From an optimization exercise on the open Yosys and OpenROAD flow, aimed at small area, a short achievable clock period and few clock cycles per item; shortcuts taken in it are not production practice.
In this exercise RTL edits were held to simulation tests only and were not proved equivalent to the original.
Power is estimated from default activity; no workload was simulated.

// chip8_instruction_execute_top
module chip8_instruction_execute_top #(
    parameter int unsigned STACK_DEPTH = 16
) (
    input  wire logic        aclk,
    input  wire logic        aresetn,
    input  wire logic        cfg_valid,
    output logic             cfg_ready,
    input  wire logic [11:0] cfg_start_address,
    input  wire logic        s_valid,
    output logic             s_ready,
    input  wire logic [15:0] s_instruction,
    output logic             m_valid,
    input  wire logic        m_ready,
    output logic [11:0]      m_pc_value,
    output logic [11:0]      m_index_value,
    output logic             m_reg_written,
    output logic [3:0]       m_reg_number,
    output logic [7:0]       m_vreg_data,
    output logic             m_flag_written,
    output logic             m_flag_value,
    output logic [1:0]       m_status
);
export LEC_CHECK = 0
export ABC_AREA = 1
export ABC_CLOCK_PERIOD_IN_PS = 2500
export CAP_MARGIN = 20
export CORE_MARGIN = 2
export CORE_UTILIZATION = 62
export CTS_CLUSTER_DIAMETER = 100
export CTS_CLUSTER_SIZE = 25
export GPL_ROUTABILITY_DRIVEN = 0
export SETUP_SLACK_MARGIN = 4.5
export SLEW_MARGIN = 20
export TNS_END_PERCENT = 20
create_clock -name core_clock -period 7.0 [get_ports {aclk}]
standard.sh (not shown) runs the stock make flow with config.mk's settings and CLKGATE_MAP_FILE= SYNTH_SCRIPT=/design/flow/synth_recipe.tcl, a recipe that flattens the netlist after the stock synthesis.
==> flow/flow/run.sh <==
#!/bin/bash
# The standard layout, with plain buffers (instead of the delay cells the
# resizer picks by default) on the input and output ports.
set -euo pipefail
bash standard.sh BUFFER_PORTS_ARGS="-buffer_cell sky130_fd_sc_hd__buf_2" finish > standard_flow.log 2>&1
The first run passed the timing, DRC and antenna checks.
Testbench counts at the start, summed over its fixed seeds: cycles 12,024, items 12,000.
==> next run, changes <==
GPL_ROUTABILITY_DRIVEN = default   (was 0)
SETUP_SLACK_MARGIN = 4.6   (was 4.5)
TNS_END_PERCENT = 50   (was 20)
The new run completed without violations.
Wire length grows by 4.3%.
Register-to-register slack degrades by 20 ps.
Final area goes up by 4.1%.
==> next run, changes <==
SETUP_SLACK_MARGIN = 4.5   (was 4.6)
TNS_END_PERCENT = 100   (was 50)
- The new run finished with timing, DRC and antenna clean
- sequential power hardly moves
- global-route usage stays flat
- count of clock-buffer cells in the layout went down by 9
- routed wire length drops slightly
- via count climbs slightly
- die area stays the same
- design area came out lower by a few percent
- worst setup slack is worse by 34 ps
- fmax went down slightly
- synthesized cell count is unchanged
==> next run, changes <==
CORE_UTILIZATION = 55   (was 62)
TNS_END_PERCENT = 20   (was 100)
Clock-buffer cell count came out higher by 9.
Wire length rises by 1.8%.
Setup slack is worse by 80 ps.
Final area falls by 1.2%.
Synthesized area is unchanged.
Die area goes up by 12%.
Sequential power is about the same.
Worst hold slack got worse by 5.1 ps.
Sequential share of layout area went up by 0.67 points.
Register-to-register slack improved by 110 ps.

* * *

Starting RTL as in the previous note.
// chip8_instruction_execute_top
module chip8_instruction_execute_top #(
    parameter int unsigned STACK_DEPTH = 16
) (
    input  wire logic        aclk,
    input  wire logic        aresetn,
    input  wire logic        cfg_valid,
    output logic             cfg_ready,
    input  wire logic [11:0] cfg_start_address,
    input  wire logic        s_valid,
    output logic             s_ready,
    input  wire logic [15:0] s_instruction,
    output logic             m_valid,
    input  wire logic        m_ready,
    output logic [11:0]      m_pc_value,
    output logic [11:0]      m_index_value,
    output logic             m_reg_written,
    output logic [3:0]       m_reg_number,
    output logic [7:0]       m_vreg_data,
    output logic             m_flag_written,
    output logic             m_flag_value,
    output logic [1:0]       m_status
);
    localparam int unsigned AW = (STACK_DEPTH > 1) ? $clog2(STACK_DEPTH) : 1;
    localparam int unsigned RW = 17;    
    logic        s_ready_reg, rst_reg;
    logic        r_valid_reg, r2_valid_reg, e_valid_reg, h_valid_reg;
    logic        r_valid_nxt, r2_valid_nxt, e_valid_nxt, h_valid_nxt;
    logic        e_fire, r_adv, r_load, accept, h_en;
    logic [15:0] r_ins_reg, r2_ins_reg;
    logic [7:0]  rd_x, rd_y, fwd_x, fwd_y;
    logic [15:0] e_ins_reg;
    logic [7:0]  opx_reg, opy_reg;
    logic [7:0]  r_ctl, e_ctl_reg;
    logic [11:0]   pc_reg, idx_reg;
    logic [AW-1:0] tp_reg;      
    logic          ne_reg;      
    logic [11:0] pc_next, pc_inc, idx_next, stack_top;
    logic        push, pop, e_rw, e_fw, e_fval, w_rw, w_fw;
    logic [7:0]  e_val;
    logic [1:0]  e_status;
    logic [3:0]  e_num;
    logic [RW-1:0] e_res;
    logic [RW-1:0] h_res_reg;
    assign cfg_ready = 1'b1;
    assign s_ready   = s_ready_reg;
    assign h_en    = !h_valid_reg || m_ready;
    assign e_fire  = e_valid_reg && h_en;
    assign r_adv   = !e_valid_reg || h_en;
    assign r_load  = r_adv || !r_valid_reg;
    assign accept  = s_valid && s_ready_reg;
    assign e_num = e_ins_reg[11:8];
  ...
export LEC_CHECK = 0
export ABC_AREA = 1
export ABC_CLOCK_PERIOD_IN_PS = 2500
export CAP_MARGIN = 20
export CORE_MARGIN = 2
export CORE_UTILIZATION = 62
export CTS_CLUSTER_DIAMETER = 100
export CTS_CLUSTER_SIZE = 25
export SETUP_SLACK_MARGIN = 4.6
export SLEW_MARGIN = 20
export TNS_END_PERCENT = 20
create_clock -name core_clock -period 7.0 [get_ports {aclk}]
Scripts as last shown in full above: flow/flow/run.sh
The starting point went through all stages and came out clean.
Testbench counts at the start, summed over its fixed seeds: cycles 12,024, items 12,000.
Rerun with:
--- a/flow/config.mk
+++ b/flow/config.mk
@@ -11,6 +11,6 @@
 export CORE_MARGIN = 2
-export CORE_UTILIZATION = 62
+export CORE_UTILIZATION = 70
 export CTS_CLUSTER_DIAMETER = 100
 export CTS_CLUSTER_SIZE = 25
-export SETUP_SLACK_MARGIN = 4.6
+export SETUP_SLACK_MARGIN = 4.5
 export SLEW_MARGIN = 20
Effect: Routed wire length decreases by about 2.6%; hold slack hardly moves; core utilization increases by 6.9 points; total power decreases by 1.4%; die area decreases by about 11%; cell area decreases by about 2.7%; clock skew decreases by 0.0040 ns; synthesized cell count stays the same; worst setup slack is worse by 0.024 ns.
Rerun with:
--- a/flow/config.mk
+++ b/flow/config.mk
@@ -11,5 +11,5 @@
 export CORE_MARGIN = 2
-export CORE_UTILIZATION = 70
+export CORE_UTILIZATION = 62
 export CTS_CLUSTER_DIAMETER = 100
-export CTS_CLUSTER_SIZE = 25
+export CTS_CLUSTER_SIZE = 28
 export SETUP_SLACK_MARGIN = 4.5
Sequential share of layout area went down by 0.66 points.
Worst hold slack stays flat.
Synthesized cell count stays the same.
Total power is higher by 1.5%.
Rerun with:
--- a/flow/config.mk
+++ b/flow/config.mk
@@ -11,5 +11,5 @@
 export CORE_MARGIN = 2
-export CORE_UTILIZATION = 62
+export CORE_UTILIZATION = 58
 export CTS_CLUSTER_DIAMETER = 100
-export CTS_CLUSTER_SIZE = 28
+export CTS_CLUSTER_SIZE = 25
 export SETUP_SLACK_MARGIN = 4.5
What happened:
- wire length went up by 2.0%
- maximum frequency barely changes
- critical path depth stays the same
- via count is about the same
- hold slack loses 0.0039 ns
- total power went down by 0.95%
- clock-buffer cell count went up by 2
- register-to-register slack loses 0.03 ns
Rerun with:
--- a/flow/config.mk
+++ b/flow/config.mk
@@ -11,6 +11,6 @@
 export CORE_MARGIN = 2
-export CORE_UTILIZATION = 58
+export CORE_UTILIZATION = 62
 export CTS_CLUSTER_DIAMETER = 100
 export CTS_CLUSTER_SIZE = 25
-export SETUP_SLACK_MARGIN = 4.5
+export SETUP_SLACK_MARGIN = 4.4
 export SLEW_MARGIN = 20
Effect:
- The new run finished clean
- global-route usage is higher by 1.4 points
- setup slack gains 0.043 ns
- first-iteration DRC count went up by 15%
- worst hold slack gets better by 0.0073 ns
- core utilization went up by 3.3 points

separate check: timing with driven ports:
In the flow no input, the clock included, has a driving cell. The finished layouts below were timed again as built, in two steps.
Step 1 sets driving cells, clkbuf_16 on the clock port and buf_2 on the other inputs (assumed; they add their load-dependent delay and slew).
Step 2, shift: input delay + t, output delay - t, t = (earliest + latest rising clock arrival at the registers) / 2. This alone moves slack from input paths to output paths.
a / b / c = no drivers / after step 1 / after step 2; a / b = the first two.
| run | t (ns) | slack for setup (ns) | worst hold slack (ns) | worst register clock-pin slew, ns | pins driven straight from the clock port |
|---|---|---|---|---|---|
| the first run of note 1 | 0.595 | 4.301 / 4.246 / 3.890 | 0.458 / 0.458 / 0.458 | 0.11 / 0.11 | 1 |
| the second run of note 1 | 0.606 | 4.369 / 4.314 / 3.997 | 0.451 / 0.451 / 0.451 | 0.12 / 0.12 | 1 |
| the third run of note 1 | 0.594 | 4.335 / 4.279 / 3.989 | 0.455 / 0.455 / 0.455 | 0.11 / 0.11 | 1 |
| the fourth run of note 1 | 0.605 | 4.255 / 4.198 / 3.970 | 0.450 / 0.450 / 0.450 | 0.11 / 0.11 | 1 |
| the first run of note 2 | 0.599 | 4.316 / 4.276 / 3.894 | 0.459 / 0.459 / 0.459 | 0.11 / 0.11 | 1 |
| the second run of note 2 | 0.603 | 4.292 / 4.237 / 3.781 | 0.459 / 0.459 / 0.459 | 0.11 / 0.11 | 1 |
| the third run of note 2 | 0.605 | 4.289 / 4.231 / 3.960 | 0.456 / 0.456 / 0.456 | 0.11 / 0.11 | 1 |
| the fourth run of note 2 | 0.609 | 4.282 / 4.229 / 3.920 | 0.453 / 0.453 / 0.453 | 0.11 / 0.11 | 1 |
| the fifth run of note 2 | 0.591 | 4.325 / 4.271 / 3.805 | 0.460 / 0.460 / 0.460 | 0.10 / 0.10 | 1 |
After both steps setup and hold are still met in every run listed. For the fifth run of note 2, which loses most, drivers alone change the setup slack by -0.054 ns; drivers and shift together by -0.520 ns.
